Source: an optimization exercise on an open RTL-to-GDS flow (aim: small area and a short achievable clock period). Production flows keep margins and buffers that such runs may drop. The RTL was checked by simulation tests, not by an equivalence proof against the original design. No activity file was given, so power comes from the tool's default toggle rates.

File: design/flow/design.v
module block_data_memory #(
    parameter int LATENCY    = 5,
    parameter int ADDR_WIDTH = 6,
    parameter int DATA_WIDTH = 32
) (
    input  logic                  CLOCK,
    input  logic                  RESET_N,
    input  logic                  READ,
    input  logic                  WRITE,
    input  logic [ADDR_WIDTH-1:0] ADDRESS,
    input  logic [DATA_WIDTH-1:0] WRITEDATA,
    output logic [DATA_WIDTH-1:0] READDATA,
    output logic                  BUSYWAIT
);
    localparam int DEPTH = 1 << ADDR_WIDTH;    
    localparam int LO_W  = ADDR_WIDTH / 2;     
    localparam int NLO   = 1 << LO_W;          
    localparam int NHI   = 1 << (ADDR_WIDTH - LO_W);
    localparam int NGRP  = DEPTH / 3;          
    logic                  idle;         
    logic                  busy;         
    logic [LATENCY-1:0]    acc;          
    logic                  clr;          
    logic                  start;        
    logic                  fire;         
    logic [NLO-1:0]        req_lo;       
    logic [NHI-1:0]        req_hi;       
    logic [DATA_WIDTH-1:0] req_data;
    logic                  req_write;
    logic [DATA_WIDTH-1:0] mem [DEPTH];
    logic [DEPTH-1:0]      sel;          
    logic [DATA_WIDTH-1:0] rd_word;
    logic [DATA_WIDTH-1:0] rd_stage;
    assign start = idle & (READ | WRITE);
    assign fire  = acc[LATENCY-1];
    always_ff @(posedge CLOCK or negedge RESET_N) begin
        if (!RESET_N) begin
            idle <= 1'b1;
            busy <= 1'b0;
            acc  <= '0;
            clr  <= 1'b1;
        end else begin
            idle <= (idle & ~(READ | WRITE)) | (~busy & ~idle);
            busy <= start | (busy & ~fire);
            acc  <= {acc[LATENCY-2:0], start};
            clr  <= 1'b0;
        end
    end
    always_ff @(posedge CLOCK or negedge RESET_N) begin
        if (!RESET_N) begin
            req_data <= '0;
        end else if (start) begin
            req_data <= WRITEDATA;
        end
    end
    always_ff @(posedge CLOCK) begin
        if (start) begin
            for (int j = 0; j < NLO; j++) req_lo[j] <= (ADDRESS[LO_W-1:0] == LO_W'(j));
            for (int j = 0; j < NHI; j++) req_hi[j] <= (ADDRESS[ADDR_WIDTH-1:LO_W] == (ADDR_WIDTH-LO_W)'(j));
            req_write <= WRITE;
        end
    end
    always_comb begin
        for (int i = 0; i < DEPTH; i++) begin
            sel[i] = req_hi[i / NLO] & req_lo[i % NLO];
        end
    end
    always_ff @(posedge CLOCK) begin
        for (int i = 0; i < DEPTH; i++) begin
            if (clr || (fire && req_write && sel[i])) begin
                mem[i] <= req_data;
            end
        end
    end
    for (genvar b = 0; b < DATA_WIDTH; b++) begin : g_bit
        logic [NGRP:0] grp_n;            
        logic [5:0]    l1;
        logic [1:0]    l2_n;
        for (genvar g = 0; g < NGRP; g++) begin : g_grp
            bdm_aoi222 u_aoi (
                .s0(sel[3*g]),   .d0(mem[3*g][b]),
                .s1(sel[3*g+1]), .d1(mem[3*g+1][b]),
                .s2(sel[3*g+2]), .d2(mem[3*g+2][b]),
                .y_n(grp_n[g])
            );
        end
        bdm_nand2 u_last (.a(sel[DEPTH-1]), .b(mem[DEPTH-1][b]), .y_n(grp_n[NGRP]));
        bdm_nand4 u_l1_0 (.a(grp_n[0]),  .b(grp_n[1]),  .c(grp_n[2]),  .d(grp_n[3]),  .y_n(l1[0]));
        bdm_nand4 u_l1_1 (.a(grp_n[4]),  .b(grp_n[5]),  .c(grp_n[6]),  .d(grp_n[7]),  .y_n(l1[1]));
        bdm_nand4 u_l1_2 (.a(grp_n[8]),  .b(grp_n[9]),  .c(grp_n[10]), .d(grp_n[11]), .y_n(l1[2]));
        bdm_nand4 u_l1_3 (.a(grp_n[12]), .b(grp_n[13]), .c(grp_n[14]), .d(grp_n[15]), .y_n(l1[3]));
        bdm_nand3 u_l1_4 (.a(grp_n[16]), .b(grp_n[17]), .c(grp_n[18]), .y_n(l1[4]));
        bdm_nand3 u_l1_5 (.a(grp_n[19]), .b(grp_n[20]), .c(grp_n[21]), .y_n(l1[5]));
        bdm_nor3  u_l2_0 (.a(l1[0]), .b(l1[1]), .c(l1[2]), .y_n(l2_n[0]));
        bdm_nor3  u_l2_1 (.a(l1[3]), .b(l1[4]), .c(l1[5]), .y_n(l2_n[1]));
        assign rd_word[b] = ~(l2_n[0] & l2_n[1]);
    end
    always_ff @(posedge CLOCK) begin
        rd_stage <= rd_word;
    end
    always_ff @(posedge CLOCK or negedge RESET_N) begin
        if (!RESET_N) begin
            READDATA <= '0;
        end else if (fire && !req_write) begin
            READDATA <= rd_stage;
        end
    end
    assign BUSYWAIT = busy | (RESET_N & start);
endmodule
module bdm_aoi222 (
    input  logic s0, d0, s1, d1, s2, d2,
    output logic y_n
);
    assign y_n = ~((s0 & d0) | (s1 & d1) | (s2 & d2));
endmodule
module bdm_nand2 (
    input  logic a, b,
    output logic y_n
);
    assign y_n = ~(a & b);
endmodule
module bdm_nand3 (
    input  logic a, b, c,
    output logic y_n
);
    assign y_n = ~(a & b & c);
endmodule
module bdm_nand4 (
    input  logic a, b, c, d,
    output logic y_n
);
    assign y_n = ~(a & b & c & d);
endmodule
module bdm_nor3 (
    input  logic a, b, c,
    output logic y_n
);
    assign y_n = ~(a | b | c);
endmodule
File: design/flow/run.sh
#!/bin/bash
# synth_recipe.tcl (not shown) runs the flow's synth.tcl, then flattens the netlist and writes it again
# the make line also repeats each setting of config.mk as NAME=value (left out here)
make -C /OpenROAD-flow-scripts/flow DESIGN_CONFIG=/design/flow/config.mk WORK_HOME=/design/flow/orfs CLKGATE_MAP_FILE= SYNTH_SCRIPT=/design/flow/synth_recipe.tcl finish
File: design/flow/config.mk
export PLATFORM = sky130hd
export DESIGN_NAME = block_data_memory
export DESIGN_NICKNAME = block_data_memory
export VERILOG_FILES = /design/flow/design.v
export SDC_FILE = /design/flow/constraint.sdc
export NUM_CORES = 4
export LEC_CHECK = 0
export CAP_MARGIN = 20
export CORE_MARGIN = 2
export CORE_UTILIZATION = 60
export SETUP_SLACK_MARGIN = 3.0
export SLEW_MARGIN = 20
export SYNTH_HIERARCHICAL = 1
File: design/flow/constraint.sdc
create_clock -name core_clock -period 5.5 [get_ports {CLOCK}]
set_input_delay 1.1000 -clock core_clock [delete_from_list [all_inputs] [get_ports {CLOCK}]]
set_output_delay 1.1000 -clock core_clock [all_outputs]
set_load 0.01 [all_outputs]
==> impl_results.md, run 1 <==
* Register-to-register setup slack at between 2000 and 3000 ps
* Drt via density at about 7.3
* Outcome: finished clean
* Critical path origin: idle
* Core region area at 0.125 mm^2
* Proportion of total power due to net switching at between 30 and 40%
* CTS Buffer Depth at 3
* Residual overflow from global routing at 0
* Yosys synthesis warning count at 9
* Cell at the root of the clock tree: clkbuf_16
* Post-route antenna net violation count at 0
* Dominant combinational cell family by area after synthesis: compound AO/OA/AOI/OAI gates
* Detailed Place HPWL at ~120,000 um
* Post-synthesis instance total at approximately 3,400
* Synth Area in Simple Gates at approximately 3.4%
* Peak ir drop on the vdd network at approximately 0.44 mV
* Via count of the first global-routing pass at 39,700
* Width of the chip at between 300 and 400 um
* Wire length of the first global-routing pass at roughly 300,000 um
* Post-detailed-route wirelength per cell at between 30 and 40 um
* Standard-cell row count at between 100 and 150
* Final hold violation count at 0
* Max-capacitance violation count at 0
* Flop pwr share at around 54%
* Multiplexer share of the synthesized area at about 1.1%
* Worst reg-to-reg path cell count at 8
* Flip-flop and latch count after synthesis at around 2,200
* Chip Height at between 300 and 400 um
* Proportion of layout cells with a drive suffix above 1 at between 20% and 30%
* Sequential cell area in the final layout at approximately 0.065 mm^2
* Class of the worst hold path: in2async
* Static Leak at ~30 nW
* Internal power at approximately 37 mW
* Port buffer count at 74
* Mean post-synth cell area at approximately 22 um^2
* Design Power at between 50 and 60 mW
* Clock skew after layout at 18.6 ps
* Vias after detailed routing at about 42,000
* Nets at 4,026
* Post-synthesis instance area at approximately 0.075 mm^2
* Final GP Congestion at approximately 0.83
* Critical path peak fanout at 2
* Total Negative Setup Slacks at 0 ps
* Max-slew headroom at between 30% and 40%
* Total global routing track utilization at about a third
* Unrepaired setup endpoints after global routing: yes
* Largest net degree at the start of global routing at between 60 and 70
* Post-layout minimum cycle time at around 2800 ps
* Worst Path Required at between 4000 and 5000 ps
* Slew Viols, Final at 0
* # setup viols final at 0
* Kind of critical path: reg2out
* Arrival time worst endpoint at 1710 ps
* Compound-cell area share of the yosys netlist at 9.60%
* CTS tree: yes
* DRC violations left at 0
* Area share of fa/ha/maj cells after synthesis at 0%
* Count of distinct cell types in the synthesized netlist at 28
* Clock sink count at 2,169
* Power dissipated by switching net loads at between 15 and 20 mW
* Max Freq at 355 MHz
* Portion of total power attributed to the clock network at about 26%
* Power Dens Cells at around 600 mW/mm^2
* Initial Util at approximately three fifths
* Count of boundary I/O pins at between 70 and 80
* First-pass detailed-route iteration total at 7
* End of the worst register-to-register path: rd_stage[8]
* Area delta synth->final at 17.1%
* Xor and xnor area share after synthesis at 0%
* Post-Route WL at between 200,000 and 250,000 um
* Portion of the post-synthesis area used by sequential elements at around 86%
* Launch point of the worst reg-to-reg path: req_lo[2]
* Total area of multi-input combinational cells at 0.0110 mm^2
* DRC marker count from the first detailed-route iteration at roughly 9,600
* Post-CTS clock slew at the launch and capture registers of the worst setup and hold paths at 60 ps
* Final period util at about 51%
* Num CTS Buffers at between 200 and 250
* Setup crit start kind: flip-flop
* H-Tree Level Count at 4
* Critical Path Sink: BUSYWAIT
* Die area at around 0.13 mm^2
* Initial antenna violation count at 7
* Gate power share at between 20% and 30%
* Nets in the synthesized netlist at around 3,500
* Transition at the pin with the smallest max-transition slack at 987 ps
* Clock latency on the worst-skew pair at just over 800 ps
* Critical Path End Type: output pin
* Layout filler cell count at ~7,600
[cells in the final DEF (no fill, tap or decap), types with 9 or more instances in the layout]
cell type / n
dfxtp_1: 32
clkdlybuf4s50_1: 38
clkinv_2: 46
clkinv_1: 41
and2_4: 33
mux2_4: 30
a222oi_1: 672
buf_4: 201
nor3_4: 33
nand4_1: 128
clkbuf_8: 9
a21o_1: 64
mux2_2: 34
clkbuf_1: 52
buf_12: 42
buf_2: 28
nor3_2: 31
dfrtp_2: 28
nand3_1: 56
and2_1: 30
dfrtp_1: 38
clkbuf_16: 234
edfxtp_1: 2065
bufinv_16: 12
buf_6: 40
nand2_1: 64
[power groups by stage]
stage | logic (mW) | clock network, mW | registers, mW
final | 10.8 | 13.5 | 28.4
after CTS | 9.76 | 13.5 | 28.3
after global placement | 8.93 | 0 | 28.2
after floorplan | 3.89 | 0 | 28.3
after global routing | 11.1 | 14.2 | 28.8
after detailed placement | 9.17 | 0 | 28.7
[per-module statistics from Yosys, one instance, submodules excluded]
module | flops+latches | cells inside | area (um^2)
bdm_nand4 | 0 | 1 | 6.26
block_data_memory | 2169 | 2458 | 66700
bdm_aoi222 | 0 | 1 | 10.0
bdm_nor3 | 0 | 1 | 10.0
bdm_nand2 | 0 | 1 | 3.75
bdm_nand3 | 0 | 1 | 5.00
[worst max-delay path, cell delays in order, from the launching register on]
cell and delay [ps]:
dfstp_2 540, o21a_2 130, a21o_1 100, buf_2 120
[through the flow]
stage / setup slack, ps / utilization (%) / cells / area, um^2 / hold slack [ps]
global placement: 1980 / 63.3 / 5264 / 79100 / 334
detailed placement: 2020 / 63.3 / 5264 / 79100 / 336
finish: 2690 / 70.5 / 5809 / 88200 / 179
global route: 2630 / 70.5 / 5809 / 88200 / 176
CTS: 2640 / 69.1 / 5717 / 86400 / 135
floorplan: 2650 / - / 3418 / 75300 / 331
[repair_timing]
item	4_1_cts	5_1_grt
hold buffers	0	0
cloned	6	24
gates resized for setup	235	200
pin swaps	61	135
setup endpoints to repair	101	47
hold endpoints to repair	0	0
setup buffers	68	66
[layout make-up]
type	count	share of cell area, %
flip-flops and latches	2169	73.1
multi-input cells	1216	12.5
clock buffers	270	6.30
repair buffers	391	4.79
well taps	1650	2.34
clock inverters	109	0.967
inverters	2	0.00851
diodes	2	0.00567
[Yosys cell counts]
cell      number  area [um^2]
and3_1         2         12.5
nand3_1       64          320
edfxtp_1    2065        62000
and3b_1        4         35.0
nor3_1         2         10.0
nor3b_1        6         45.0
inv_1          2         7.51
dfrtp_1       70         1750
mux2_4        30          450
mux2_2        34          383
conb_1         1         3.75
buf_2          8         40.0
nor2_1         2         7.51
dfstp_2        2         52.6
clkbuf_1      15         56.3
and3_2         8         60.1
nand2_1       66          248
nor3_2        64          641
buf_12         3         60.1
o21a_1         1         7.51
buf_6          5         56.3
nor2b_4        1         13.8
a21o_1        66          495
a222oi_1     672         6730
dfxtp_1       32          641
a21oi_1        1         5.00
and2_1        64          400
nand4_1      128          801
[layer usage]
metal | GRT usage [%] | share of wire (%) | vias up | wire length [um]
li1 | - | - | 17000 | -
met4 | 12.5 | 3.7 | 8 | 8370
met1 | 48.4 | 36 | 21600 | 81900
met5 | 1.07 | 0.13 | - | 294
met2 | 51.0 | 46 | 3419 | 104000
met3 | 9.38 | 14 | 396 | 32600
[worst min-delay path by stage]
| stage | from | end | slack, ps |
|---|---|---|---|
| 3_3_place_gp | acc[0] | acc[1] | 330 |
| 3_5_place_dp | acc[0] | acc[1] | 340 |
| 4_1_cts | RESET_N | READDATA[20] | 130 |
| 6_report | RESET_N | READDATA[0] | 180 |
| 2_1_floorplan | acc[0] | acc[1] | 330 |
| 5_1_grt | RESET_N | READDATA[20] | 180 |
[registers in the layout (all words and copies together), names as in the netlist]
name       count
req_hi         8
acc            5
mem         2048
rd_stage      32
idle           1
clr            1
busy           1
req_data      32
READDATA      32
req_lo         8
req_write      1
[cell families (layout without fill, tap and decap cells)]
| group | Yosys count | count (layout) |
|---|---|---|
| flip-flops | 2169 | 2169 |
| AO/OA/AOI/OAI | 740 | 740 |
| AND/OR/NAND/NOR | 411 | 411 |
| multiplexers | 64 | 64 |
| buffers and inverters | 33 | 772 |
| other | 1 | 3 |
==> inputs of run 2 (changes only) <==
--- a/design/flow/config.mk
+++ b/design/flow/config.mk
@@ -8,6 +8,8 @@
 export CAP_MARGIN = 20
 export CORE_MARGIN = 2
 export CORE_UTILIZATION = 60
+export CTS_BUF_LIST = sky130_fd_sc_hd__clkbuf_8
+export CTS_CLUSTER_SIZE = 30
 export SETUP_SLACK_MARGIN = 3.0
 export SLEW_MARGIN = 20
 export SYNTH_HIERARCHICAL = 1
==> impl_results.md, run 2 <==
* Outcome: finished clean
* Cell area after placement at between 0.07 and 0.08 mm^2
* Initial Util at around 60%
* Count of distinct cell types in the synthesized netlist at 28
* Proportion of layout cells with a drive suffix above 1 at between 20% and 30%
* Critical path peak fanout at 2
* Initial antenna violation count at 13
* Wire length of the first global-routing pass at a little over 300,000 um
* Post-synthesis instance area at approximately 0.075 mm^2
* Largest net degree at the start of global routing at between 60 and 70
* Max Freq at around 340 MHz
* Synth area leader: edfxtp_1
* Total Negative Setup Slacks at 0 ps
* Launch point of the worst reg-to-reg path: req_lo[3]
* Post-detailed-route wirelength per cell at approximately 38 um
* Kind of critical path: reg2out
* # setup viols final at 0
* Chip Height at about 360 um
* Critical Path End Type: output pin
* Post-route antenna net violation count at 0
* Clock latency on the worst-skew pair at 1010 ps
* Arrival time worst endpoint at roughly 1900 ps
* Peak ir drop on the vdd network at 0.373 mV
* Slew Viols, Final at 0
* First-pass detailed-route iteration total at 12
* Num CTS Buffers at 343
* Number of flops mapped to enable cells by yosys at slightly above 2,000
* Detailed Place HPWL at about 120,000 um
* Post-synth top area share at 82.3%
* CTS tree: yes
* Post-CTS clock slew at the launch and capture registers of the worst setup and hold paths at ~60 ps
* Most frequent cells after synthesis: edfxtp_1 (2,065), a222oi_1 (672), nand4_1 (128)
* Port buffer count at between 70 and 80
* Post-synthesis instance total at roughly 3,400
* DRC marker count from the first detailed-route iteration at roughly 9,600
* Proportion of register bits with asynchronous set or reset after synthesis at ~3.3%
* Clock skew after layout at between 40 and 50 ps
* H-Tree Level Count at 5
* Vias after detailed routing at approximately 43,000
* Standard-cell row count at 130
* Final hold violation count at 0
* Max reg flops at 2,048
* Class of the worst hold path: in2async
* Area delta synth->final at 16.9%
* Final GP Congestion at about 0.83
* Mean post-synth cell area at 22.0 um^2
* Post-Route WL at approximately 230,000 um
* Post-layout minimum cycle time at 2980 ps
* Worst reg-to-reg path cell count at 8
* Post-route cell area at 0.0881 mm^2
* Flip-flop and latch count after synthesis at 2,169
* Static Leak at approximately 30 nW
* Via count of the first global-routing pass at 41,100
* Register ranked first by flip-flop count: mem
* Leading cell type in the layout, fill and taps excluded: edfxtp_1
* End of the worst register-to-register path: rd_stage[0]
* Residual overflow from global routing at 0
* Leading cell types in the layout, fill and taps excluded: edfxtp_1 (2,065), a222oi_1 (672), clkbuf_8 (374)
* DRC violations left at 0
* Total global routing track utilization at between 30% and 40%
* Cell types with the largest area share after synthesis: edfxtp_1 (82%), a222oi_1 (8.9%), dfrtp_1 (2.3%)
* Portion of the post-synthesis area used by sequential elements at approximately 86%
* Setup crit start kind: flip-flop
* CTS Buffer Depth at 4
* Commonest register cell after synthesis: edfxtp_1
* Width of the chip at about 360 um
* Yosys synthesis warning count at 9
* Core region area at ~0.13 mm^2
* Layout filler cell count at 7,698
* Max-capacitance violation count at 0
* Nets in the synthesized netlist at about 3,500
* Final period util at 54.1%
* Max-slew headroom at between 30% and 40%
* Transition at the pin with the smallest max-transition slack at ~970 ps
* Unrepaired setup endpoints after global routing: yes
* Nets at approximately 4,200
* Library cell with the highest instance count after synthesis: edfxtp_1
* Die area at 0.128 mm^2
* Worst Path Required at between 4000 and 5000 ps
* Drt via density at approximately 7.1
* Cell at the root of the clock tree: clkbuf_8
* Count of boundary I/O pins at 75
* Register-to-register setup slack at 2810 ps
* Power Dens Cells at 585 mW/mm^2
* Clock sink count at roughly 2,200
## run 2: cell counts after synthesis
Identical to the previous run, type by type.
## run 2: power by group
part / leakage (nW) / total [mW] / internal (mW) / switching (mW)
logic: 5.44 / 10.9 / 3.06 / 7.79
clock network: 3.61 / 12.3 / 6.34 / 5.91
registers: 21.3 / 28.4 / 25.9 / 2.51
## run 2: how the worst max path moves through the flow
stage                     start       end  cells after the start
final                      idle  BUSYWAIT                      3
after global routing       idle  BUSYWAIT                      3
after CTS                  idle  BUSYWAIT                      3
after detailed placement  WRITE  BUSYWAIT                      4
after global placement    WRITE  BUSYWAIT                      4
after floorplan           WRITE  BUSYWAIT                      4
## run 2: Yosys stat by module, one instance, submodules excluded
module | area, um^2 | flip-flops and latches | times used
bdm_nand3 | 5.00 | 0 | 64
bdm_nor3 | 10.0 | 0 | 64
bdm_nand4 | 6.26 | 0 | 128
bdm_nand2 | 3.75 | 0 | 32
bdm_aoi222 | 10.0 | 0 | 672
block_data_memory | 66700 | 2169 | 1
## run 2: kinds of logic after synthesis
logic type | Yosys count | synth area share [%]
AOI/OAI and AO/OA | 740 | 9.60
and+or+nand+nor | 411 | 3.44
DFF | 2169 | 85.6
muxes | 64 | 1.11
other | 1 | 0.00498
buffers and inverters | 33 | 0.292
## run 2: cell type report
class,count,area [um^2],share of cell area (%)
antenna,4,10.0,0.0114
clock buffer,374,5150,5.85
clock inverter,220,945,1.07
inverter,2,7.51,0.00853
multi-input combinational,1216,11000,12.5
sequential,2169,64500,73.3
tap,1650,2060,2.34
timing repair buffer,403,4380,4.97
## run 2: per-layer routing
layer  GRT usage (%)  up-vias  part of all wire [%]
li1                -    17300                     -
met1            48.4    21900                    36
met2            51.4     3479                    46
met3            10.5      388                    14
met4            13.2        8                   3.5
met5           0.407        -                 0.044
## run 2: stage by stage
stage | worst slack (ps) | util [%] | power, mW | std cells | hold WS (ps)
after floorplan | 2650 | - | 32.1 | 3418 | 331
after detailed placement | 2020 | 63.3 | 37.9 | 5264 | 336
after global routing | 2460 | 70.4 | 53.0 | 6037 | 206
final | 2520 | 70.4 | 51.5 | 6038 | 207
after global placement | 1980 | 63.3 | 37.2 | 5264 | 334
after CTS | 2450 | 69.1 | 50.6 | 5940 | 291
## run 2: repair_timing
item | 4_1_cts | 5_1_grt
pin swaps | 69 | 126
gates resized for setup | 272 | 153
buffers inserted | 73 | 73
endpoints found under the setup margin | 101 | 65
endpoints found under the hold margin | 23 | 0
gates cloned | 8 | 21
hold buffers | 1 | 0
## run 2: worst max-delay path: stages, from the launching register on
cell	delay, ps
dfstp_2	540
o21a_2	130
a21o_1	100
buf_2	120
==> inputs of run 3 (changes only) <==
--- a/design/flow/config.mk
+++ b/design/flow/config.mk
@@ -7,9 +7,7 @@
 export LEC_CHECK = 0
 export CAP_MARGIN = 20
 export CORE_MARGIN = 2
-export CORE_UTILIZATION = 60
-export CTS_BUF_LIST = sky130_fd_sc_hd__clkbuf_8
-export CTS_CLUSTER_SIZE = 30
+export CORE_UTILIZATION = 75
 export SETUP_SLACK_MARGIN = 3.0
 export SLEW_MARGIN = 20
 export SYNTH_HIERARCHICAL = 1
==> impl_results.md, run 3 <==
* Outcome: finished clean
* Cell at the root of the clock tree: clkbuf_16
* Final GP Congestion at about 0.85
* Worst Path Required at between 6000 and 7000 ps
* Synth area leader: edfxtp_1
* Proportion of layout cells with a drive suffix above 1 at between 20% and 30%
* Post-layout minimum cycle time at ~3200 ps
* Static Leak at 29.8 nW
* Xor and xnor area share after synthesis at 0%
* Count of distinct cell types in the synthesized netlist at 28
* H-Tree Level Count at 4
* Wire length of the first global-routing pass at 316,000 um
* Class of the worst hold path: in2async
* Power Dens Cells at roughly 610 mW/mm^2
* Transition at the pin with the smallest max-transition slack at ~940 ps
* Flip-flop and latch count after synthesis at roughly 2,200
* Max-capacitance violation count at 0
* Initial antenna violation count at 18
* Drt via density at ~8.4
* Total global routing track utilization at 44.8%
* DRC violations left at 0
* Chip Height at around 320 um
* Mean post-synth cell area at ~22 um^2
* Die area at 0.103 mm^2
* Critical path origin: req_hi[3]
* Residual overflow from global routing at 0
* Slew Viols, Final at 0
* Max-slew headroom at between 30% and 40%
* Num CTS Buffers at about 200
* Nets at just over 4,000
* First-pass detailed-route iteration total at 14
* Core region area at ~0.1 mm^2
* Port buffer count at 74
* Yosys synthesis warning count at 9
* Setup crit start kind: flip-flop
* Cell types with the largest area share after synthesis: edfxtp_1 (82%), a222oi_1 (8.9%), dfrtp_1 (2.3%)
* Critical path peak fanout at 6
* Proportion of register bits with asynchronous set or reset after synthesis at between 3 and 4%
* Register ranked first by flip-flop count: mem
* Multiplexer share of the synthesized area at approximately 1.1%
* Vias after detailed routing at between 40,000 and 50,000
* Commonest register cell after synthesis: edfxtp_1
* Clock skew after layout at about 45 ps
* Max reg flops at between 2,000 and 2,500
* Post-detailed-route wirelength per cell at 44.8 um
* Width of the chip at around 320 um
* Largest net degree at the start of global routing at 66
* Compound-cell area share of the yosys netlist at between 9 and 10%
* Unrepaired setup endpoints after global routing: yes
* Peak ir drop on the vdd network at 0.506 mV
* Post-synthesis instance area at ~0.075 mm^2
* # setup viols final at 0
* Cell area after placement at 0.0786 mm^2
* CTS Buffer Depth at 3
* Via count of the first global-routing pass at around 43,000
* Launch point of the worst reg-to-reg path: req_hi[3]
* Nets in the synthesized netlist at 3,460
* Clock latency on the worst-skew pair at 820 ps
* Critical Path End Type: flip-flop
* Final hold violation count at 0
* CTS tree: yes
* Post-route cell area at between 0.08 and 0.09 mm^2
* Final period util at 58.3%
* Count of boundary I/O pins at 75
* Clock sink count at 2,169
* Post-synthesis instance total at ~3,400
* Post-Route WL at ~240,000 um
* Arrival time worst endpoint at ~3900 ps
* Layout filler cell count at between 3,000 and 4,000
* Leading cell type in the layout, fill and taps excluded: edfxtp_1
* Standard-cell row count at 116
* Leading cell types in the layout, fill and taps excluded: edfxtp_1 (2,065), a222oi_1 (672), clkbuf_16 (218)
* Kind of critical path: reg2reg
* Library cell with the highest instance count after synthesis: edfxtp_1
* Area share of fa/ha/maj cells after synthesis at 0%
* Detailed Place HPWL at around 110,000 um
* Max Freq at ~310 MHz
* Portion of the post-synthesis area used by sequential elements at a little under nine tenths
* Initial Util at about 75%
* Synth Area in Simple Gates at under 10%
* Number of flops mapped to enable cells by yosys at approximately 2,100
* Most frequent cells after synthesis: edfxtp_1 (2,065), a222oi_1 (672), nand4_1 (128)
* Post-CTS clock slew at the launch and capture registers of the worst setup and hold paths at about 70 ps
* DRC marker count from the first detailed-route iteration at 12,400
* Post-synth top area share at 82.3%
* Area delta synth->final at 16.6%
* Dominant combinational cell family by area after synthesis: compound AO/OA/AOI/OAI gates
* Post-route antenna net violation count at 0
* Total Negative Setup Slacks at 0 ps
-- run 3: modules after synthesis (local to each module, per instance) --
module             flops+latches  copies in the design  cells inside
bdm_nor3                       0                    64             1
bdm_nand3                      0                    64             1
block_data_memory           2169                     1          2458
bdm_nand4                      0                   128             1
bdm_nand2                      0                    32             1
bdm_aoi222                     0                   672             1
-- run 3: kinds of logic (layout without fill, tap and decap cells) --
kind of cell	Yosys count	count (layout)
buffers and inverters	33	750
and+or+nand+nor	411	418
other	1	7
AOI/OAI and AO/OA	740	740
DFF	2169	2169
muxes	64	64
-- run 3: power by group --
| part | total (mW) | switching [mW] | internal (mW) |
|---|---|---|---|
| Clock | 13.4 | 5.99 | 7.44 |
| Combinational | 11.2 | 8.03 | 3.18 |
| Sequential | 29.1 | 3.21 | 25.9 |
-- run 3: layout make-up --
class | count | area (um^2) | share of cell area (%)
Clock buffer | 260 | 5420 | 6.17
Inverter | 2 | 7.51 | 0.00855
Antenna cell | 6 | 15.0 | 0.0171
Tap cell | 1298 | 1620 | 1.85
Timing Repair Buffer | 396 | 4460 | 5.08
Multi-Input combinational cell | 1223 | 11100 | 12.6
Clock inverter | 92 | 717 | 0.816
Sequential cell | 2169 | 64500 | 73.5
-- run 3: per-stage QoR --
stage               power, mW  utilization [%]  worst slack, ps  hold slack [ps]  std cells
finish                   53.8             88.0             2290              165       5446
global route             54.4             87.9             2400              165       5440
CTS                      51.6             86.8             2670              135       5366
detailed placement       37.5             78.8             1990              338       4903
global placement         36.7             78.7             1980              336       4902
floorplan                32.1                -             2650              331       3418
-- run 3: what timing repair did --
action / CTS / global route
pin swaps: 50 / 156
hold buffers: 0 / 0
endpoints found under the setup margin: 123 / 63
resized for setup: 336 / 94
setup buffers: 87 / 55
gates cloned: 24 / 19
-- run 3: final timing paths --
check | cells after the start | slack (ps) | endpoint
worst max-delay path | 8 | 2290 | rd_stage[24]
worst min-delay path | 1 | 160 | req_data[19]
worst max register to register | 8 | 2290 | rd_stage[24]
worst min register to register | 0 | 350 | acc[4]
max in group asynchronous | 2 | 4110 | req_data[20]
min in group core_clock | 0 | 350 | acc[4]
-- run 3: worst max-delay path, cell delays in order (launching register included) --
cell	delay [ps]
edfxtp_1	440
buf_6	170
and2_4	200
buf_12	160
buf_4	150
a222oi_1	470
nand4_1	840
nor3_2	530
nand2_1	100
-- run 3: metal layers --
metal,vias to the layer above,GRT usage (%),part of all wire (%)
met2,5528,67.4,45
met1,22300,57.8,29
li1,16900,-,-
met3,1173,13.8,18
met5,-,0,0.054
met4,14,29.1,8.8
==> inputs of run 4 (changes only) <==
--- a/design/flow/design.v
+++ b/design/flow/design.v
@@ -105,7 +105,9 @@
             READDATA <= rd_stage;
         end
     end
-    assign BUSYWAIT = busy | (RESET_N & start);
+    logic bw_req_n;
+    bdm_o211ai u_bw_req (.a1(READ), .a2(WRITE), .b1(RESET_N), .c1(idle), .y_n(bw_req_n));
+    bdm_nand2b u_bw_out (.a_n(busy), .b(bw_req_n), .y(BUSYWAIT));
 endmodule
 module bdm_aoi222 (
     input  logic s0, d0, s1, d1, s2, d2,
@@ -137,3 +139,15 @@
 );
     assign y_n = ~(a | b | c);
 endmodule
+module bdm_o211ai (
+    input  logic a1, a2, b1, c1,
+    output logic y_n
+);
+    assign y_n = ~((a1 | a2) & b1 & c1);
+endmodule
+module bdm_nand2b (
+    input  logic a_n, b,
+    output logic y
+);
+    assign y = ~(~a_n & b);
+endmodule
--- a/design/flow/config.mk
+++ b/design/flow/config.mk
@@ -7,7 +7,9 @@
 export LEC_CHECK = 0
 export CAP_MARGIN = 20
 export CORE_MARGIN = 2
-export CORE_UTILIZATION = 75
+export CORE_UTILIZATION = 60
+export CTS_CLUSTER_DIAMETER = 70
+export CTS_CLUSTER_SIZE = 24
 export SETUP_SLACK_MARGIN = 3.0
 export SLEW_MARGIN = 20
 export SYNTH_HIERARCHICAL = 1
==> impl_results.md, run 4 <==
* Outcome: finished clean
* Max-capacitance violation count at 0
* Total of hold buffers inserted after clock tree synthesis at 0
* Register-to-register setup slack at ~2800 ps
* Chip Height at about 360 um
* Highest routed layer: met5
* Class of the worst hold path: in2async
* Setup crit start kind: input port
* CTS Buffer Depth at 3
* Nets in the synthesized netlist at 3,460
* Post-route antenna net violation count at 0
* Post-synthesis instance total at between 3,000 and 4,000
* Unrepaired setup endpoints after global routing: yes
* Post-route cell area at 0.0852 mm^2
* Vias after detailed routing at 41,500
* Power Dens Cells at between 300 and 400 mW/mm^2
* Post-Place Worst Slack at roughly 1800 ps
* Max reg flops at 2,048
* H-Tree Level Count at 3
* Final non-filler cell total at between 5,000 and 6,000
* Proportion of register bits with asynchronous set or reset after synthesis at 3.32%
* Portion of the post-synthesis area used by sequential elements at between 80% and 90%
* Critical path peak fanout at 2
* Die area at around 0.13 mm^2
* Detailed Place HPWL at around 120,000 um
* Width of the chip at between 300 and 400 um
* Transition at the pin with the smallest max-transition slack at 893 ps
* End of the worst register-to-register path: rd_stage[2]
* Drt via density at between 7 and 8
* DRC marker count from the first detailed-route iteration at approximately 9,700
* DRC violations left at 0
* Initial antenna violation count at 15
* # setup viols final at 0
* Clock skew after layout at 31.2 ps
* Number of flops mapped to enable cells by yosys at between 2,000 and 2,500
* Core region area at 0.124 mm^2
* Yosys synthesis warning count at 9
* Area delta synth->final at 13.1%
* Worst Path Required at between 4000 and 5000 ps
* Final period util at around half
* Commonest register cell after synthesis: edfxtp_1
* Launch point of the worst reg-to-reg path: req_hi[4]
* Total global routing track utilization at between 30% and 40%
* Design Power at a little under 30 mW
* Post-synth top area share at a little over 80%
* Post-synthesis instance area at roughly 0.075 mm^2
* Post-Route WL at about 220,000 um
* Clock sink count at roughly 2,200
* Post-CTS clock slew at the launch and capture registers of the worst setup and hold paths at ~80 ps
* Most frequent cells after synthesis: edfxtp_1 (2,065), a222oi_1 (672), nand4_1 (128)
* Library cell with the highest instance count after synthesis: edfxtp_1
* Nets at slightly below 4,000
* CTS tree: yes
* Count of distinct cell types in the synthesized netlist at 32
* Wire length of the first global-routing pass at 299,000 um
* Final hold violation count at 0
* Proportion of layout cells with a drive suffix above 1 at 17.7%
* Leading cell type in the layout, fill and taps excluded: edfxtp_1
* Detail Route met3 WL at roughly 30,000 um
* Initial Util at 60.7%
* Cell Count Post-Placement at about 5,300
* Metal-1 WL at just over 80,000 um
* Cell at the root of the clock tree: clkbuf_16
* Smallest setup slack after layout at ~2800 ps
* Flip-flop and latch count after synthesis at roughly 2,200
* Num CTS Buffers at about 120
* Port buffer count at 74
* Post-layout minimum cycle time at approximately 2700 ps
* Peak ir drop on the vdd network at around 0.27 mV
* Largest net degree at the start of global routing at 66
* Final GP Congestion at around 0.84
* Synth area leader: edfxtp_1
* Cell area after placement at 0.0792 mm^2
* Leading cell types in the layout, fill and taps excluded: edfxtp_1 (2,065), a222oi_1 (672), buf_4 (189)
* Via count of the first global-routing pass at 38,800
* Detailed-routed wire length on met2 at between 100,000 and 150,000 um
* Kind of critical path: in2out
* Mean post-synth cell area at roughly 22 um^2
* Clock latency on the worst-skew pair at roughly 750 ps
* Worst reg-to-reg path cell count at 8
* Max-slew headroom at around 40%
* Standard-cell row count at roughly 130
* First-pass detailed-route iteration total at 9
* Critical Path End Type: output pin
* Register ranked first by flip-flop count: mem
* Cell types with the largest area share after synthesis: edfxtp_1 (82%), a222oi_1 (8.9%), dfrtp_1 (2.3%)
* Slew Viols, Final at 0
* Total Negative Setup Slacks at 0 ps
* Arrival time worst endpoint at 1610 ps
* Static Leak at between 20 and 30 nW
* Max Freq at between 300 and 400 MHz
* Count of boundary I/O pins at 75
* Residual overflow from global routing at 0
* Post-detailed-route wirelength per cell at between 30 and 40 um
[run 4: power breakdown]
part           internal (mW)  total, mW  switching (mW)  leakage [nW]
registers               18.8       19.0           0.230          20.8
logic                  0.223      0.767           0.544          5.59
clock network           4.62       9.88            5.26          1.90
[run 4: kinds of logic (layout without fill, tap and decap cells)]
family / Yosys count / count (layout) / share of synthesized area, %
flops: 2169 / 2169 / 85.6
simple gates: 412 / 412 / 3.45
other cells: 1 / 3 / 0.00498
buf+inv: 32 / 573 / 0.252
compound gates: 740 / 740 / 9.61
mux: 64 / 64 / 1.11
[run 4: routing by layer]
metal,up-vias,global-route usage (%)
met5,-,0
met4,14,10.2
met3,369,7.23
met2,3083,52.2
met1,21400,49.8
li1,16600,-
[run 4: layout make-up]
| cell class | instances | area, um^2 |
|---|---|---|
| sequential | 2169 | 64500 |
| fill | 7710 | 39000 |
| multi-input combinational | 1217 | 11000 |
| timing repair buffer | 351 | 3710 |
| clock buffer | 160 | 3180 |
| tap | 1637 | 2050 |
| clock inverter | 60 | 741 |
| inverter | 2 | 7.51 |
| antenna | 2 | 5.00 |
[run 4: modules after synthesis (local to each module, per instance)]
module | flip-flops and latches | cells inside
bdm_aoi222 | 0 | 1
bdm_nand4 | 0 | 1
bdm_o211ai | 0 | 1
bdm_nor3 | 0 | 1
block_data_memory | 2169 | 2456
bdm_nand2b | 0 | 1
bdm_nand3 | 0 | 1
bdm_nand2 | 0 | 1
[run 4: worst max-delay path by stage]
stage	start	end	slack, ps	depth (start not counted)
after floorplan	WRITE	BUSYWAIT	3070	2
after global placement	RESET_N	BUSYWAIT	1810	4
after detailed placement	RESET_N	BUSYWAIT	1800	4
after CTS	idle	BUSYWAIT	2750	3
after global routing	idle	BUSYWAIT	2720	3
final	READ	BUSYWAIT	2790	4
[run 4: worst max-delay path: stages]
cell and delay, ps:
buf_2 120, o211ai_2 170, nand2b_1 80, buf_2 140
[run 4: what timing repair did]
| action | 4_1_cts | 5_1_grt |
|---|---|---|
| gates resized for setup | 258 | 105 |
| setup buffers | 66 | 26 |
| cloned | 13 | 14 |
| endpoints found under the setup margin | 111 | 41 |
| pin swaps | 45 | 86 |
[run 4: through the flow]
| step | utilization (%) | hold slack, ps |
|---|---|---|
| after floorplan | - | 331 |
| after global placement | 63.8 | 334 |
| after detailed placement | 63.8 | 336 |
| after CTS | 68.0 | 136 |
| after global routing | 68.6 | 148 |
| final | 68.6 | 165 |
==> inputs of run 5 (changes only) <==
==> design/flow/flow/run.sh (new file) <==
#!/bin/bash
# The standard layout (standard.sh, all steps), with one change in clock tree
# synthesis: larger sink clusters (24 sinks, 70 um) and no dummy loads, so the
# tree needs far fewer buffers. The make output goes to standard.log here; each
# step's own log is under orfs/logs/.
set -euo pipefail
here=$(cd "$(dirname "${BASH_SOURCE[0]}")/.." && pwd)
cd "$here"
export CTS_ARGS="-sink_clustering_enable -repair_clock_nets -dont_use_dummy_load -sink_clustering_size 24 -sink_clustering_max_diameter 70"
bash ./standard.sh > "$here/standard.log" 2>&1
==> design/flow/standard.sh (new file) <==
#!/bin/bash
# synth_recipe.tcl (not shown) runs the flow's synth.tcl, then flattens the netlist and writes it again
# the make line also repeats each setting of config.mk as NAME=value (left out here)
make -C /OpenROAD-flow-scripts/flow DESIGN_CONFIG=/design/flow/config.mk WORK_HOME=/design/flow/orfs CLKGATE_MAP_FILE= SYNTH_SCRIPT=/design/flow/synth_recipe.tcl "${@:-finish}"
--- a/design/flow/config.mk
+++ b/design/flow/config.mk
@@ -8,8 +8,6 @@
 export CAP_MARGIN = 20
 export CORE_MARGIN = 2
 export CORE_UTILIZATION = 60
-export CTS_CLUSTER_DIAMETER = 70
-export CTS_CLUSTER_SIZE = 24
 export SETUP_SLACK_MARGIN = 3.0
 export SLEW_MARGIN = 20
 export SYNTH_HIERARCHICAL = 1
removed: design/flow/run.sh
==> impl_results.md, run 5 <==
* Final period util at 49.3%
* Die area at between 0.1 and 0.15 mm^2
* Clock skew after layout at a little under 60 ps
* Post-layout minimum cycle time at approximately 2700 ps
* Proportion of register bits with asynchronous set or reset after synthesis at between 3 and 4%
* Metal-1 WL at slightly above 80,000 um
* Smallest setup slack after layout at between 2000 and 3000 ps
* Final hold violation count at 0
* Detail Route met3 WL at 31,600 um
* Leading cell types in the layout, fill and taps excluded: edfxtp_1 (2,065), a222oi_1 (672), buf_4 (195)
* Launch point of the worst reg-to-reg path: req_hi[4]
* Worst Path Required at roughly 6100 ps
* # setup viols final at 0
* Core region area at 0.124 mm^2
* Proportion of total power due to net switching at 19.5%
* Outcome: finished clean
* Transition at the pin with the smallest max-transition slack at between 900 and 1000 ps
* Width of the chip at around 360 um
* Post-Place Worst Slack at 1800 ps
* Portion of total power attributed to the clock network at ~30%
* Count of distinct cell types in the synthesized netlist at 32
* CTS tree: yes
* Max reg flops at between 2,000 and 2,500
* Peak ir drop on the vdd network at around 0.33 mV
* Chip Height at approximately 360 um
* Detailed Place HPWL at between 100,000 and 150,000 um
* Initial antenna violation count at 8
* Gate power share at under 10%
* Register-to-register setup slack at between 2000 and 3000 ps
* Max-capacitance violation count at 0
* Power dissipated by switching net loads at 5.49 mW
* Post-Route WL at between 200,000 and 250,000 um
* Synth area leader: edfxtp_1
* Drt via density at around 7.5
* Arrival time worst endpoint at about 3300 ps
* Critical path peak fanout at 16
* Max Freq at 369 MHz
* Initial Util at about 60%
* Count of boundary I/O pins at 75
* Via count of the first global-routing pass at 38,800
* Wire length of the first global-routing pass at about 300,000 um
* Num CTS Buffers at approximately 120
* Cell types with the largest area share after synthesis: edfxtp_1 (82%), a222oi_1 (8.9%), dfrtp_1 (2.3%)
* Cell at the root of the clock tree: clkbuf_16
* Internal power at roughly 23 mW
* Proportion of layout cells with a drive suffix above 1 at between 10% and 20%
* Post-synth top area share at 82.3%
* Mean post-synth cell area at 22.0 um^2
* Port buffer count at 74
* DRC violations left at 0
* Clock sink count at ~2,200
* Standard-cell row count at 129
* Post-route antenna net violation count at 0
* Leading cell type in the layout, fill and taps excluded: edfxtp_1
* Register ranked first by flip-flop count: mem
* Detailed-routed wire length on met2 at ~100,000 um
* Cell Count Post-Placement at roughly 5,300
* Final non-filler cell total at 5,512
* H-Tree Level Count at 3
* First-pass detailed-route iteration total at 10
* Flop pwr share at roughly two thirds
* Static Leak at around 28 nW
* Post-detailed-route wirelength per cell at about 40 um
* Portion of the post-synthesis area used by sequential elements at between 80% and 90%
* Class of the worst hold path: in2async
* Highest routed layer: met5
* Area delta synth->final at 12.0%
* CTS Buffer Depth at 3
* Unrepaired setup endpoints after global routing: yes
* Vias after detailed routing at just over 40,000
* Commonest register cell after synthesis: edfxtp_1
* Max-slew headroom at between 30% and 40%
* Nets at around 4,000
* Library cell with the highest instance count after synthesis: edfxtp_1
* Worst reg-to-reg path cell count at 8
* Flip-flop and latch count after synthesis at around 2,200
* Critical Path End Type: flip-flop
* Layout filler cell count at a little under 8,000
* Post-CTS clock slew at the launch and capture registers of the worst setup and hold paths at 100 ps
* Most frequent cells after synthesis: edfxtp_1 (2,065), a222oi_1 (672), nand4_1 (128)
* DRC marker count from the first detailed-route iteration at approximately 10,000
* Clock latency on the worst-skew pair at 750 ps
* Kind of critical path: reg2reg
* Yosys synthesis warning count at 9
* Power Dens Cells at between 300 and 400 mW/mm^2
* Largest net degree at the start of global routing at 66
* Residual overflow from global routing at 0
* Setup crit start kind: flip-flop
* Total Negative Setup Slacks at 0 ps
* Post-synthesis instance total at approximately 3,400
* Total global routing track utilization at roughly a third
* Final GP Congestion at ~0.84
* Number of flops mapped to enable cells by yosys at roughly 2,100
* Post-synthesis instance area at approximately 0.075 mm^2
* Nets in the synthesized netlist at 3,460
* Slew Viols, Final at 0
* End of the worst register-to-register path: rd_stage[2]
-- run 5: layout make-up --
type                       count  area, um^2  area share (%)
timing repair buffer         368        3940            4.67
tap                         1637        2050            2.43
sequential                  2169       64500            76.5
clock buffer                 115        2880            3.41
inverter                       2        7.51         0.00890
multi-input combinational   1217       11000            13.0
antenna                        4        10.0          0.0119
-- run 5: worst max-delay path by stage --
| stage | startpoint | end | slack (ps) | depth (start not counted) |
|---|---|---|---|---|
| floorplan | WRITE | BUSYWAIT | 3070 | 2 |
| global placement | RESET_N | BUSYWAIT | 1810 | 4 |
| detailed placement | RESET_N | BUSYWAIT | 1800 | 4 |
| CTS | idle | BUSYWAIT | 2780 | 3 |
| global route | idle | BUSYWAIT | 2750 | 3 |
| finish | req_hi[4] | rd_stage[2] | 2790 | 8 |
-- run 5: metrics by stage --
step           cell area (um^2)  util (%)  total power [mW]  hold slack, ps
2_1_floorplan             75300         -              19.7             331
3_3_place_gp              79200      63.8              20.1             334
3_5_place_dp              79200      63.8              20.1             336
4_1_cts                   83700      67.4              28.3             163
5_1_grt                   84300      67.9              28.9             173
6_report                  84300      68.0              28.2             193
-- run 5: worst max-delay path, stage by stage (launching register included) --
cell	delay, ps
edfxtp_1	430
buf_6	140
buf_6	100
and2_4	200
buf_12	180
a222oi_1	340
nand4_1	460
nor3_4	530
nand2_1	140
-- run 5: timing repair --
item	in CTS	in global routing
cloned	14	13
pin swaps	75	97
resized for setup	273	75
hold buffers	0	0
setup endpoints to repair	111	49
setup buffers	85	24
-- run 5: kinds of logic (layout without fill, tap and decap cells) --
| kind of cell | Yosys count | in the layout | synth area share [%] |
|---|---|---|---|
| AO/OA/AOI/OAI | 740 | 740 | 9.61 |
| buffers and inverters | 32 | 485 | 0.252 |
| flip-flops | 2169 | 2169 | 85.6 |
| multiplexers | 64 | 64 | 1.11 |
| other | 1 | 5 | 0.00498 |
| AND/OR/NAND/NOR | 412 | 412 | 3.45 |
-- run 5: Yosys stat by module (local to each module, per instance) --
module | flip-flops and latches | area (um^2)
block_data_memory | 2169 | 66700
bdm_nand4 | 0 | 6.26
bdm_aoi222 | 0 | 10.0
bdm_nand3 | 0 | 5.00
bdm_o211ai | 0 | 12.5
bdm_nor3 | 0 | 10.0
bdm_nand2 | 0 | 3.75
bdm_nand2b | 0 | 6.26
-- run 5: routing by layer --
| metal | up-vias | track usage (%) |
|---|---|---|
| li1 | 16500 | - |
| met1 | 21200 | 49.1 |
| met2 | 3161 | 52.2 |
| met3 | 360 | 8.10 |
| met4 | 2 | 10.5 |
| met5 | - | 0 |
-- run 5: power groups by stage --
stage	Clock, mW	Combinational [mW]	Sequential, mW
after CTS	8.48	0.773	19.0
after detailed placement	0	0.762	19.4
after global placement	0	0.754	19.3
after global routing	9.05	0.809	19.1
after floorplan	0	0.420	19.3
final	8.42	0.766	19.0
==> inputs of run 6 (changes only) <==
--- a/design/flow/design.v
+++ b/design/flow/design.v
@@ -17,8 +17,8 @@
     localparam int NLO   = 1 << LO_W;          
     localparam int NHI   = 1 << (ADDR_WIDTH - LO_W);
     localparam int NGRP  = DEPTH / 3;          
-    logic                  idle;         
-    logic                  busy;         
+    logic                  idle_n;       
+    logic                  busy_n;       
     logic [LATENCY-1:0]    acc;          
     logic                  clr;          
     logic                  start;        
@@ -31,17 +31,17 @@
     logic [DEPTH-1:0]      sel;          
     logic [DATA_WIDTH-1:0] rd_word;
     logic [DATA_WIDTH-1:0] rd_stage;
-    assign start = idle & (READ | WRITE);
+    assign start = ~idle_n & (READ | WRITE);
     assign fire  = acc[LATENCY-1];
     always_ff @(posedge CLOCK or negedge RESET_N) begin
         if (!RESET_N) begin
-            idle <= 1'b1;
-            busy <= 1'b0;
+            idle_n <= 1'b0;
+            busy_n <= 1'b1;
             acc  <= '0;
             clr  <= 1'b1;
         end else begin
-            idle <= (idle & ~(READ | WRITE)) | (~busy & ~idle);
-            busy <= start | (busy & ~fire);
+            idle_n <= ~((~idle_n & ~(READ | WRITE)) | (busy_n & idle_n));
+            busy_n <= ~(start | (~busy_n & ~fire));
             acc  <= {acc[LATENCY-2:0], start};
             clr  <= 1'b0;
         end
@@ -106,8 +106,8 @@
         end
     end
     logic bw_req_n;
-    bdm_o211ai u_bw_req (.a1(READ), .a2(WRITE), .b1(RESET_N), .c1(idle), .y_n(bw_req_n));
-    bdm_nand2b u_bw_out (.a_n(busy), .b(bw_req_n), .y(BUSYWAIT));
+    bdm_o21ai u_bw_req (.a1(READ),   .a2(WRITE),    .b1(RESET_N), .y_n(bw_req_n));
+    bdm_o21ai u_bw_out (.a1(idle_n), .a2(bw_req_n), .b1(busy_n),  .y_n(BUSYWAIT));
 endmodule
 module bdm_aoi222 (
     input  logic s0, d0, s1, d1, s2, d2,
@@ -139,15 +139,9 @@
 );
     assign y_n = ~(a | b | c);
 endmodule
-module bdm_o211ai (
-    input  logic a1, a2, b1, c1,
+module bdm_o21ai (
+    input  logic a1, a2, b1,
     output logic y_n
 );
-    assign y_n = ~((a1 | a2) & b1 & c1);
+    assign y_n = ~((a1 | a2) & b1);
 endmodule
-module bdm_nand2b (
-    input  logic a_n, b,
-    output logic y
-);
-    assign y = ~(~a_n & b);
-endmodule
==> impl_results.md, run 6 <==
* Standard-cell row count at approximately 130
* Slew Viols, Final at 0
* Critical path peak fanout at 16
* Clock sink count at 2,169
* Commonest register cell after synthesis: edfxtp_1
* Initial Util at about three fifths
* Chip Height at about 360 um
* Arrival time worst endpoint at around 3300 ps
* Vias after detailed routing at 42,100
* Synth area leader: edfxtp_1
* Total global routing track utilization at between 30% and 40%
* Max-slew headroom at 30.8%
* CTS tree: yes
* Critical Path End Type: flip-flop
* Post-Route Hold Slack at 312 ps
* DRC marker count from the first detailed-route iteration at ~10,000
* Port buffer count at between 70 and 80
* Post-layout minimum cycle time at approximately 2700 ps
* DRC violations left at 0
* Proportion of register bits with asynchronous set or reset after synthesis at under 10%
* Post-synthesis instance area at between 0.07 and 0.08 mm^2
* Leading cell types in the layout, fill and taps excluded: edfxtp_1 (2,065), a222oi_1 (672), buf_4 (210)
* Library cell with the highest instance count after synthesis: edfxtp_1
* Compound-cell area share of the yosys netlist at approximately a tenth
* Post-detailed-route wirelength per cell at ~42 um
* Static Leak at ~28 nW
* Cell types with the largest area share after synthesis: edfxtp_1 (82%), a222oi_1 (8.9%), dfrtp_1 (2.3%)
* Kind of critical path: reg2reg
* Proportion of layout cells with a drive suffix above 1 at 18.5%
* Transition at the pin with the smallest max-transition slack at 1040 ps
* Leading cell type in the layout, fill and taps excluded: edfxtp_1
* Clock skew after layout at between 50 and 60 ps
* # setup viols final at 0
* Width of the chip at 358 um
* Final period util at 49.2%
* Critical path, cell by cell: buf_6 > and2_4 > buf_12 > a222oi_1 > nand4_1 > nor3_4 > nand2_1
* Nets at 3,965
* Initial antenna violation count at 13
* Max Freq at roughly 370 MHz
* Layout filler cell count at 7,666
* H-Tree Level Count at 3
* Peak ir drop on the vdd network at between 0.4 and 0.5 mV
* Core region area at 0.124 mm^2
* Detailed Place HPWL at 118,000 um
* Post-route antenna net violation count at 0
* Xor and xnor area share after synthesis at 0%
* Class of the worst hold path: in2async
* Clock latency on the worst-skew pair at about 730 ps
* Most frequent cells after synthesis: edfxtp_1 (2,065), a222oi_1 (672), nand4_1 (128)
* Area delta synth->final at 13.5%
* Total Negative Setup Slacks at 0 ps
* Share of the core filled with cells at 68.9%
* Crit path max-delay cell type: nand4_1
* CTS Buffer Depth at 3
* Multiplexer share of the synthesized area at under 10%
* Flip-flop and latch count after synthesis at ~2,200
* Residual overflow from global routing at 0
* First-pass detailed-route iteration total at 10
* Via count of the first global-routing pass at ~39,000
* Drt via density at between 7 and 8
* Area share of fa/ha/maj cells after synthesis at 0%
* Max-capacitance violation count at 0
* Num CTS Buffers at about 110
* Final GP Congestion at around 0.85
* Register-to-register setup slack at 2800 ps
* Setup crit start kind: flip-flop
* Largest net degree at the start of global routing at 66
* Post-synthesis instance total at between 3,000 and 4,000
* Mean post-synth cell area at 22.0 um^2
* Number of flops mapped to enable cells by yosys at approximately 2,100
* Max reg flops at 2,048
* Stage delay of the slowest cell on the critical path at roughly 600 ps
* Nets in the synthesized netlist at about 3,500
* Outcome: finished clean
* Post-CTS clock slew at the launch and capture registers of the worst setup and hold paths at 90 ps
* Register ranked first by flip-flop count: mem
* Worst Path Required at 6100 ps
* Count of distinct cell types in the synthesized netlist at 31
* Unrepaired setup endpoints after global routing: yes
* Cell at the root of the clock tree: clkbuf_16
* Dominant combinational cell family by area after synthesis: compound AO/OA/AOI/OAI gates
* Synth Area in Simple Gates at under 10%
* Final hold violation count at 0
* Cell area after placement at around 0.079 mm^2
* Post-synth top area share at between 80% and 90%
* Wire length of the first global-routing pass at around 310,000 um
* Portion of the post-synthesis area used by sequential elements at between 80 and 90%
* Yosys synthesis warning count at 9
* Power Dens Cells at 552 mW/mm^2
* Die area at approximately 0.13 mm^2
* Post-route cell area at 0.0855 mm^2
* Post-Route WL at approximately 230,000 um
* Count of boundary I/O pins at 75
[run 6: logic make-up (layout without fill, tap and decap cells)]
| group | count (synthesis) | count (layout) |
|---|---|---|
| compound gates | 741 | 741 |
| other cells | 1 | 10 |
| buf+inv | 31 | 531 |
| mux | 64 | 64 |
| simple gates | 412 | 415 |
| flops | 2169 | 2169 |
[run 6: cell type report]
type,count,area [um^2],share of cell area [%]
timing repair buffer,416,4890,5.72
clock buffer,114,2850,3.34
multi-input combinational,1221,11200,13.1
inverter,1,3.75,0.00439
tap,1637,2050,2.40
antenna,9,22.5,0.0263
sequential,2169,64500,75.4
[run 6: critical path: cells and delay by family, from the launching register on]
kind	cells	cell delay [ps]
DFF	1	390
and+or+nand+nor	4	1440
AOI/OAI and AO/OA	1	390
buffers and inverters	2	320
[run 6: path summary, 6_finish.rpt]
path | from | endpoint | cells past startpoint
worst max-delay path | req_hi[4] | rd_stage[14] | 7
worst min-delay path | RESET_N | READDATA[19] | 2
worst max register to register | req_hi[4] | rd_stage[14] | 7
worst min register to register | acc[0] | acc[1] | 0
max in group asynchronous | RESET_N | req_data[21] | 3
min in group core_clock | acc[0] | acc[1] | 0
[run 6: report_power, final]
part | total [mW] | internal [mW] | switching [mW]
combinational | 10.7 | 3.03 | 7.68
sequential | 28.1 | 25.7 | 2.37
clock | 8.42 | 3.67 | 4.75
total | 47.2 | 32.4 | 14.8
[run 6: metrics by stage]
step | setup slack (ps) | instances | total power, mW
final | 2800 | 5567 | 47.2
after global routing | 2770 | 5562 | 48.4
after CTS | 2850 | 5456 | 46.2
after detailed placement | 1850 | 5251 | 37.3
after global placement | 1730 | 5251 | 36.6
after floorplan | 3040 | 3418 | 31.7
[run 6: layer usage]
metal | track usage (%) | vias up | wire length (um)
met1 | 51.1 | 21800 | 84100
met2 | 53.8 | 3349 | 108000
met5 | 0 | - | 222
met4 | 11.6 | 8 | 7710
li1 | - | 16600 | -
met3 | 8.37 | 349 | 34200
[run 6: modules after synthesis, one instance, submodules excluded]
module,cells,cell area (um^2),flops+latches
bdm_nand2,1,3.75,0
bdm_o21ai,1,5.00,0
bdm_nand4,1,6.26,0
block_data_memory,2456,66700,2169
bdm_aoi222,1,10.0,0
bdm_nand3,1,5.00,0
bdm_nor3,1,10.0,0
[run 6: what timing repair did]
| item | in CTS | in global routing |
|---|---|---|
| hold buffers | 0 | 0 |
| resized for setup | 325 | 121 |
| setup endpoints to repair | 246 | 59 |
| buffers inserted | 72 | 79 |
| pin swaps | 74 | 160 |
| hold endpoints to repair | 0 | 0 |
| cloned | 19 | 23 |
==> inputs of run 7 (changes only) <==
==> design/flow/run.sh (new file) <==
#!/bin/bash
# synth_recipe.tcl (not shown) runs the flow's synth.tcl, then flattens the netlist and writes it again
# the make line also repeats each setting of config.mk as NAME=value (left out here)
make -C /OpenROAD-flow-scripts/flow DESIGN_CONFIG=/design/flow/config.mk WORK_HOME=/design/flow/orfs CLKGATE_MAP_FILE= SYNTH_SCRIPT=/design/flow/synth_recipe.tcl finish
--- a/design/flow/config.mk
+++ b/design/flow/config.mk
@@ -8,6 +8,8 @@
 export CAP_MARGIN = 20
 export CORE_MARGIN = 2
 export CORE_UTILIZATION = 60
+export CTS_CLUSTER_DIAMETER = 70
+export CTS_CLUSTER_SIZE = 24
 export SETUP_SLACK_MARGIN = 3.0
 export SLEW_MARGIN = 20
 export SYNTH_HIERARCHICAL = 1
removed: design/flow/flow/run.sh
removed: design/flow/standard.sh
==> impl_results.md, run 7 <==
* Count of boundary I/O pins at 75
* Total global routing track utilization at between 30% and 40%
* Mean post-synth cell area at 22.0 um^2
* Unrepaired setup endpoints after global routing: yes
* Setup crit start kind: flip-flop
* Max-slew headroom at about 28%
* Max Freq at ~370 MHz
* Post-synthesis instance total at between 3,000 and 4,000
* Synth area leader: edfxtp_1
* Outcome: finished clean
* Worst reg-to-reg path cell count at 8
* Max-capacitance violation count at 0
* Die area at about 0.13 mm^2
* Cell area after placement at 0.0791 mm^2
* Cell at the root of the clock tree: clkbuf_16
* Clock skew after layout at 35.0 ps
* Final hold violation count at 0
* Chip Height at ~360 um
* Multiplexer share of the synthesized area at around 1.1%
* Peak ir drop on the vdd network at approximately 0.44 mV
* Standard-cell row count at around 130
* Arrival time worst endpoint at between 3000 and 4000 ps
* Worst Path Required at between 6000 and 7000 ps
* Final period util at 49.7%
* Register ranked first by flip-flop count: mem
* Leading cell types in the layout, fill and taps excluded: edfxtp_1 (2,065), a222oi_1 (672), buf_4 (210)
* Wire length of the first global-routing pass at between 300,000 and 400,000 um
* Cell types with the largest area share after synthesis: edfxtp_1 (82%), a222oi_1 (8.9%), dfrtp_1 (2.3%)
* Port buffer count at between 70 and 80
* H-Tree Level Count at 3
* Proportion of layout cells with a drive suffix above 1 at 19.7%
* Residual overflow from global routing at 0
* Post-synth top area share at between 80% and 90%
* Clock latency on the worst-skew pair at 750 ps
* Largest net degree at the start of global routing at 66
* Library cell with the highest instance count after synthesis: edfxtp_1
* Post-detailed-route wirelength per cell at 41.9 um
* Clock sink count at 2,169
* Slew Viols, Final at 0
* Drt via density at 7.54
* Flip-flop and latch count after synthesis at ~2,200
* Nets in the synthesized netlist at 3,460
* Leading cell type in the layout, fill and taps excluded: edfxtp_1
* Total of hold buffers inserted after clock tree synthesis at 0
* Layout filler cell count at between 7,000 and 8,000
* Post-route antenna net violation count at 0
* Initial antenna violation count at 10
* Post-Route WL at roughly 240,000 um
* Power Dens Cells at ~560 mW/mm^2
* CTS tree: yes
* Post-CTS clock slew at the launch and capture registers of the worst setup and hold paths at 90 ps
* Transition at the pin with the smallest max-transition slack at between 1000 and 1500 ps
* Number of flops mapped to enable cells by yosys at 2,065
* Static Leak at ~29 nW
* Critical Path End Type: flip-flop
* Compound-cell area share of the yosys netlist at 9.61%
* Area delta synth->final at 14.8%
* DRC marker count from the first detailed-route iteration at about 10,000
* Num CTS Buffers at between 100 and 150
* CTS Buffer Depth at 3
* Core region area at between 0.1 and 0.15 mm^2
* Design Power at between 40 and 50 mW
* Most frequent cells after synthesis: edfxtp_1 (2,065), a222oi_1 (672), nand4_1 (128)
* Critical path origin: req_lo[3]
* First-pass detailed-route iteration total at 8
* Xor and xnor area share after synthesis at 0%
* Synth Area in Simple Gates at around 3.5%
* Post-synthesis instance area at approximately 0.075 mm^2
* Class of the worst hold path: in2async
* Count of distinct cell types in the synthesized netlist at 31
* # setup viols final at 0
* Kind of critical path: reg2reg
* Width of the chip at about 360 um
* Total Negative Setup Slacks at 0 ps
* Via count of the first global-routing pass at approximately 40,000
* Post-route cell area at just under 0.09 mm^2
* Nets at just under 4,000
* Launch point of the worst reg-to-reg path: req_lo[3]
* Final GP Congestion at roughly 0.85
* Max reg flops at approximately 2,000
* Dominant combinational cell family by area after synthesis: compound AO/OA/AOI/OAI gates
* Portion of the post-synthesis area used by sequential elements at roughly 86%
* Yosys synthesis warning count at 9
* DRC violations left at 0
* Commonest register cell after synthesis: edfxtp_1
* Detailed Place HPWL at 118,000 um
* Critical path peak fanout at 7
* Proportion of register bits with asynchronous set or reset after synthesis at between 3 and 4%
* Vias after detailed routing at around 43,000
* Area share of fa/ha/maj cells after synthesis at 0%
* Initial Util at ~61%
* Post-layout minimum cycle time at ~2700 ps
-- run 7: modules after synthesis (local to each module, per instance) --
module             copies in the design  cells  flops+latches  area [um^2]
bdm_nand2                            32      1              0         3.75
bdm_aoi222                          672      1              0         10.0
bdm_nand4                           128      1              0         6.26
block_data_memory                     1   2456           2169        66700
bdm_nand3                            64      1              0         5.00
bdm_nor3                             64      1              0         10.0
bdm_o21ai                             2      1              0         5.00
-- run 7: kinds of logic (layout without fill, tap and decap cells) --
family          after synthesis  after routing
flops                      2169           2169
compound gates              741            742
simple gates                412            415
mux                          64             64
buf+inv                      31            621
other cells                   1              8
-- run 7: power by group --
| group | switching [mW] | internal [mW] | total [mW] |
|---|---|---|---|
| combinational | 7.74 | 3.06 | 10.8 |
| sequential | 2.38 | 25.7 | 28.1 |
| clock | 5.23 | 4.54 | 9.77 |
| total | 15.3 | 33.3 | 48.6 |
-- run 7: path summary, 6_finish.rpt --
| check | slack (ps) | endpoint |
|---|---|---|
| worst max-delay path | 2770 | rd_stage[14] |
| min in group core_clock | 360 | acc[1] |
| worst max register to register | 2770 | rd_stage[14] |
| max in group asynchronous | 3990 | req_data[11] |
| worst min-delay path | 310 | READDATA[19] |
| worst min register to register | 360 | acc[1] |
-- run 7: timing repair --
action / CTS / global route
resized for setup: 370 / 92
pin swaps: 90 / 131
setup buffers: 104 / 45
gates cloned: 28 / 20
hold endpoints to repair: 0 / 0
setup endpoints to repair: 246 / 78
-- run 7: cell type report --
class                   count  area, um^2  share of cell area (%)
diodes                      7        17.5                  0.0203
clock buffers             147        3110                    3.60
clock inverters            54         674                   0.780
inverters                   1        3.75                 0.00434
multi-input cells        1222       11200                    12.9
flip-flops and latches   2169       64500                    74.6
well taps                1637        2050                    2.37
repair buffers            419        4960                    5.73
-- run 7: metrics by stage --
step	util, %	setup WS (ps)	hold slack (ps)	cells
after CTS	68.9	2860	272	5584
after detailed placement	63.7	1850	346	5251
after floorplan	-	3040	331	3418
after global routing	69.7	2790	302	5653
after global placement	63.7	1730	335	5251
final	69.7	2770	307	5656
-- run 7: worst max-delay path, stage by stage, from the launching register on --
cell and delay [ps]:
edfxtp_1 480, buf_6 160, and2_4 150, buf_12 140, clkbuf_16 170, a222oi_1 350, nand4_1 510, nor3_4 510
nand2_1 110
-- run 7: metal layers --
metal / share of wire [%] / global-route usage, % / vias up
met1: 35 / 51.8 / 21900
met2: 46 / 54.2 / 3575
met3: 15 / 8.72 / 409
met4: 3.7 / 12.5 / 10
met5: 0.10 / 0.185 / -
li1: - / - / 16800

-- what the ideal ports hide --
The flow's constraints put no driver on any port. The routed layouts listed below were extracted and timed again, unchanged, in two steps. Step 1 assumes that a clkbuf_16 drives the clock port and a buf_2 every other input. Step 2 times the ports against the registers' clock, not the clock port: input delays grow and output delays shrink by t, the midpoint of the rising clock arrivals with the driver on. Slacks: no drivers / after step 1 / after step 2; pairs: no drivers / after step 1.
| run | t (ns) | setup slack, ns | worst register clock-pin slew, ns |
|---|---|---|---|
| run 1 | 0.897 | 2.686 / 2.607 / 2.677 | 0.07 / 0.07 |
| run 2 | 1.068 | 2.524 / 2.454 / 2.557 | 0.07 / 0.07 |
| run 3 | 0.876 | 2.292 / 2.292 / 2.292 | 0.08 / 0.08 |
| run 4 | 0.818 | 2.787 / 2.576 / 2.560 | 0.10 / 0.10 |
| run 5 | 0.789 | 2.787 / 2.564 / 2.560 | 0.10 / 0.10 |
| run 6 | 0.784 | 2.795 / 2.795 / 2.330 | 0.09 / 0.09 |
| run 7 | 0.803 | 2.769 / 2.769 / 2.611 | 0.10 / 0.10 |
After both steps setup and hold are still met in every run listed. For run 6, which loses most, drivers alone change the setup slack by 0.000 ns; drivers and shift together by -0.465 ns.
